Context: an optimization exercise on an open-source flow, tuned for small area. The choices shown serve that exercise and are no tape-out recipe.
In this exercise RTL edits were held to simulation tests only and were not proved equivalent to the original.
Power is estimated from default activity; no workload was simulated.

==> flow/design.v (excerpt) <==
module data_mem_256x8 #(
    parameter int AW = 8,
    parameter int DW = 8
) (
    input  logic          CLK,
    input  logic          reset_i,
    input  logic [AW-1:0] DataAddress,
    input  logic          ReadMem,
    input  logic          WriteMem,
    input  logic [DW-1:0] DataIn,
    output logic [DW-1:0] DataOut
);
For scale: ~3700 cells after synthesis, ~0.073 mm2 of cells after synthesis.
clock: 10.0 ns
lec_check: 0
cap_margin: 10
core_margin: 2
core_utilization: 80
cts_buf_list: sky130_fd_sc_hd__clkbuf_8
cts_cluster_diameter: 60
cts_cluster_size: 16
slew_margin: 10
synth_hierarchical: 1
synth_minimum_keep_size: 0
run.sh (not shown) runs the stock make flow with config.mk's settings and CLKGATE_MAP_FILE= SYNTH_SCRIPT=/design/flow/synth_recipe.tcl, a recipe that flattens the netlist after the stock synthesis.
Change:
Settings changed: CAP_MARGIN 10 to 20, CORE_UTILIZATION 80 to 60, SLEW_MARGIN 10 to 20.
Routed wire length goes up by 5.4%.
Die area goes up by 33%.
Non-clock buffer count goes up by 8.
Utilization goes down by 20 points.
Total power goes up by 1.7%.
Flip-flop and latch count does not change.
Change:
==> flow/flow/run.sh (new file) <==
#!/bin/bash
# The standard layout (standard.sh: the ORFS flow, unchanged synthesis), with one change:
# clock tree synthesis without dummy loads, on small clock buffers and small sink clusters.
# All of ORFS's output goes to standard_flow.log here; each step's own log is under orfs/logs.
set -euo pipefail
bash standard.sh \
  "CTS_ARGS=-sink_clustering_enable -repair_clock_nets -dont_use_dummy_load -buf_list sky130_fd_sc_hd__clkbuf_4 -sink_clustering_size 10 -sink_clustering_max_diameter 40" \
  finish > standard_flow.log 2>&1
==> flow/standard.sh (new file) <==
#!/bin/bash
# synth_recipe.tcl (not shown) runs the flow's synth.tcl, then flattens the netlist and writes it again
# the make line also repeats each setting of config.mk as NAME=value (left out here)
make -C /OpenROAD-flow-scripts/flow DESIGN_CONFIG=/design/flow/config.mk WORK_HOME=/design/flow/orfs CLKGATE_MAP_FILE= SYNTH_SCRIPT=/design/flow/synth_recipe.tcl "${@:-finish}"
Settings changed: CAP_MARGIN 20 to 10, CORE_UTILIZATION 60 to 80, CTS_BUF_LIST sky130_fd_sc_hd__clkbuf_8 to sky130_fd_sc_hd__clkbuf_4, CTS_CLUSTER_DIAMETER 60 to 40, CTS_CLUSTER_SIZE 16 to 10, SLEW_MARGIN 20 to 10.
removed: flow/run.sh
What happened:
- The changed run produced a clean layout
- setup slack loses 230 ps
- routed wire length drops by 5.2%
- area after synthesis is unchanged
- die area drops by 25%
Change:
==> flow/run.sh (new file) <==
#!/bin/bash
# synth_recipe.tcl (not shown) runs the flow's synth.tcl, then flattens the netlist and writes it again
# the make line also repeats each setting of config.mk as NAME=value (left out here)
make -C /OpenROAD-flow-scripts/flow DESIGN_CONFIG=/design/flow/config.mk WORK_HOME=/design/flow/orfs CLKGATE_MAP_FILE= SYNTH_SCRIPT=/design/flow/synth_recipe.tcl finish
Settings changed: CAP_MARGIN 10 to 20, CORE_UTILIZATION 80 to 60, CTS_BUF_LIST sky130_fd_sc_hd__clkbuf_4 to sky130_fd_sc_hd__clkbuf_16, CTS_CLUSTER_DIAMETER 40 to 80, CTS_CLUSTER_SIZE 10 to 24, SLEW_MARGIN 10 to 20.
removed: flow/flow/run.sh
removed: flow/standard.sh
After rerunning: The changed run finished clean; total power climbs by 6.7%; via count shrinks by 4.2%; count of clock-buffer cells in the layout came out lower by 128.

Setup of run 1:
Another version of the RTL of data_mem_256x8 (not shown whole).
Size in the first run: roughly 3700 cells after synthesis, roughly 2000 flip-flops, ~73000 um^2 of cells after synthesis.
clock: 10.0 ns
lec_check: 0
cap_margin: 10
core_margin: 2
core_utilization: 80
cts_buf_list: sky130_fd_sc_hd__clkbuf_4
cts_cluster_diameter: 40
cts_cluster_size: 10
slew_margin: 10
synth_hierarchical: 1
synth_minimum_keep_size: 0
standard.sh (not shown) runs the stock make flow with config.mk's settings and CLKGATE_MAP_FILE= SYNTH_SCRIPT=/design/flow/synth_recipe.tcl, a recipe that flattens the netlist after the stock synthesis.
==> flow/flow/run.sh <==
#!/bin/bash
# The standard layout (standard.sh: the ORFS flow, unchanged synthesis), with two changes:
# clock tree synthesis without dummy loads, on small clock buffers and small sink clusters;
# and the port buffers (one per input and output port, as in the standard flow) are buf_1.
# All of ORFS's output goes to standard_flow.log here; each step's own log is under orfs/logs.
set -euo pipefail
bash standard.sh \
  "CTS_ARGS=-sink_clustering_enable -repair_clock_nets -dont_use_dummy_load -buf_list sky130_fd_sc_hd__clkbuf_4 -sink_clustering_size 10 -sink_clustering_max_diameter 40" \
  "BUFFER_PORTS_ARGS=-buffer_cell sky130_fd_sc_hd__buf_1" \
  finish > standard_flow.log 2>&1
Run 1 | status: complete | timing, DRC, antenna: pass
Setup changes, run 1 to run 2
==> flow/flow/run.sh <==
#!/bin/bash
# The standard layout (standard.sh: the ORFS flow, unchanged synthesis), with one change:
# clock tree synthesis without dummy loads, on small clock buffers and small sink clusters.
# All of ORFS's output goes to standard_flow.log here; each step's own log is under orfs/logs.
set -euo pipefail
bash standard.sh \
  "CTS_ARGS=-sink_clustering_enable -repair_clock_nets -dont_use_dummy_load -buf_list sky130_fd_sc_hd__clkbuf_4 -sink_clustering_size 10 -sink_clustering_max_diameter 40" \
  finish > standard_flow.log 2>&1
--- outcome ---
CTS buffer count ended up 3 lower on run 2 than on run 1.
Run 2 against run 1; first-pass GRT wire length is up slightly.
Design area delta (run 2 -> run 1): insignificant
As far as share of synthesized area occupied by flip-flops and latches is concerned, run 2 and run 1 perform about the same.
Per the comparison of run 2 with run 1, arrival time reported for the critical path endpoint went up by 0.60 ns; time the final worst path needs with I/O delays and setup picked up an extra 0.61 ns; logic depth of the worst path, buffers included went up 1.
Status: count of placed standard cells in the final layout, fillers left out parity (run 1, run 2)
Power across run 1 and run 2: no real change.
In terms of final-stage net count, run 1 and run 2 differ only marginally.
Sum of routed wire segments on met1 is lower on run 1
Input changes introduced in run 3 (baseline for comparison: run 2):
==> flow/flow/run.sh <==
#!/bin/bash
# The standard layout (standard.sh: the ORFS flow, unchanged synthesis), with three changes:
# clock tree synthesis without dummy loads, on small clock buffers and small sink clusters;
# the port buffers (one per input and output port, as in the standard flow) are buf_1; and
# after global routing, ORFS's power recovery (RECOVER_POWER) downsizes gates off the critical
# paths. All of ORFS's output goes to standard_flow.log here; each step's own log is under
# orfs/logs.
set -euo pipefail
bash standard.sh \
  "CTS_ARGS=-sink_clustering_enable -repair_clock_nets -dont_use_dummy_load -buf_list sky130_fd_sc_hd__clkbuf_4 -sink_clustering_size 10 -sink_clustering_max_diameter 40" \
  "BUFFER_PORTS_ARGS=-buffer_cell sky130_fd_sc_hd__buf_1" \
  RECOVER_POWER=100 \
  finish > standard_flow.log 2>&1
[summary]
Run 3 had finished all stages when the layout checks came back failing, citing capacitance limit, slew limit. Diff run 2 -> run 3: routability congestion estimate from global placement went up by 4.5%; final critical path time including I/O delays and setup now smaller. Routed wire length: run 3 lower than run 2. Comparing run 2 and run 3, the lower share of cells above drive strength 1 was measured on run 3.

[static timing again, ports no longer ideal]
No port has a modelled driver above. Below, the same layouts with a new extraction and two added sets of constraints.
Step 1, drivers: a clkbuf_16 drives CLK and a buf_2 each remaining input, both assumed.
Step 2, shift: input delay + t, output delay - t, t = (earliest + latest rising clock arrival at the registers) / 2. This alone moves slack from input paths to output paths.
Slacks: ideal ports / drivers / drivers and shift; pairs: ideal ports / drivers.
| run | t (ns) | setup slack, ns | worst setup path at the end | pins driven straight from the clock port |
|---|---|---|---|---|
| the first run of note 1 | 0.933 | 0.693 / 0.600 / 0.600 | input to output | 1 |
| the second run of note 1 | 0.968 | 0.912 / 0.883 / 0.883 | input to output | 1 |
| the third run of note 1 | 1.228 | 0.686 / 0.653 / 0.653 | input to output | 1 |
| the fourth run of note 1 | 0.788 | 0.912 / 0.883 / 0.883 | input to output | 1 |
| run 1 | 1.237 | 1.304 / 1.160 / 1.160 | input to output | 1 |
| run 2 | 1.255 | 0.699 / 0.665 / 0.665 | input to output | 1 |
| run 3 | 1.241 | 0.786 / 0.648 / -0.016 | input to register | 1 |
For run 3, which loses most, drivers alone change the setup slack by -0.138 ns; drivers and shift together by -0.802 ns.
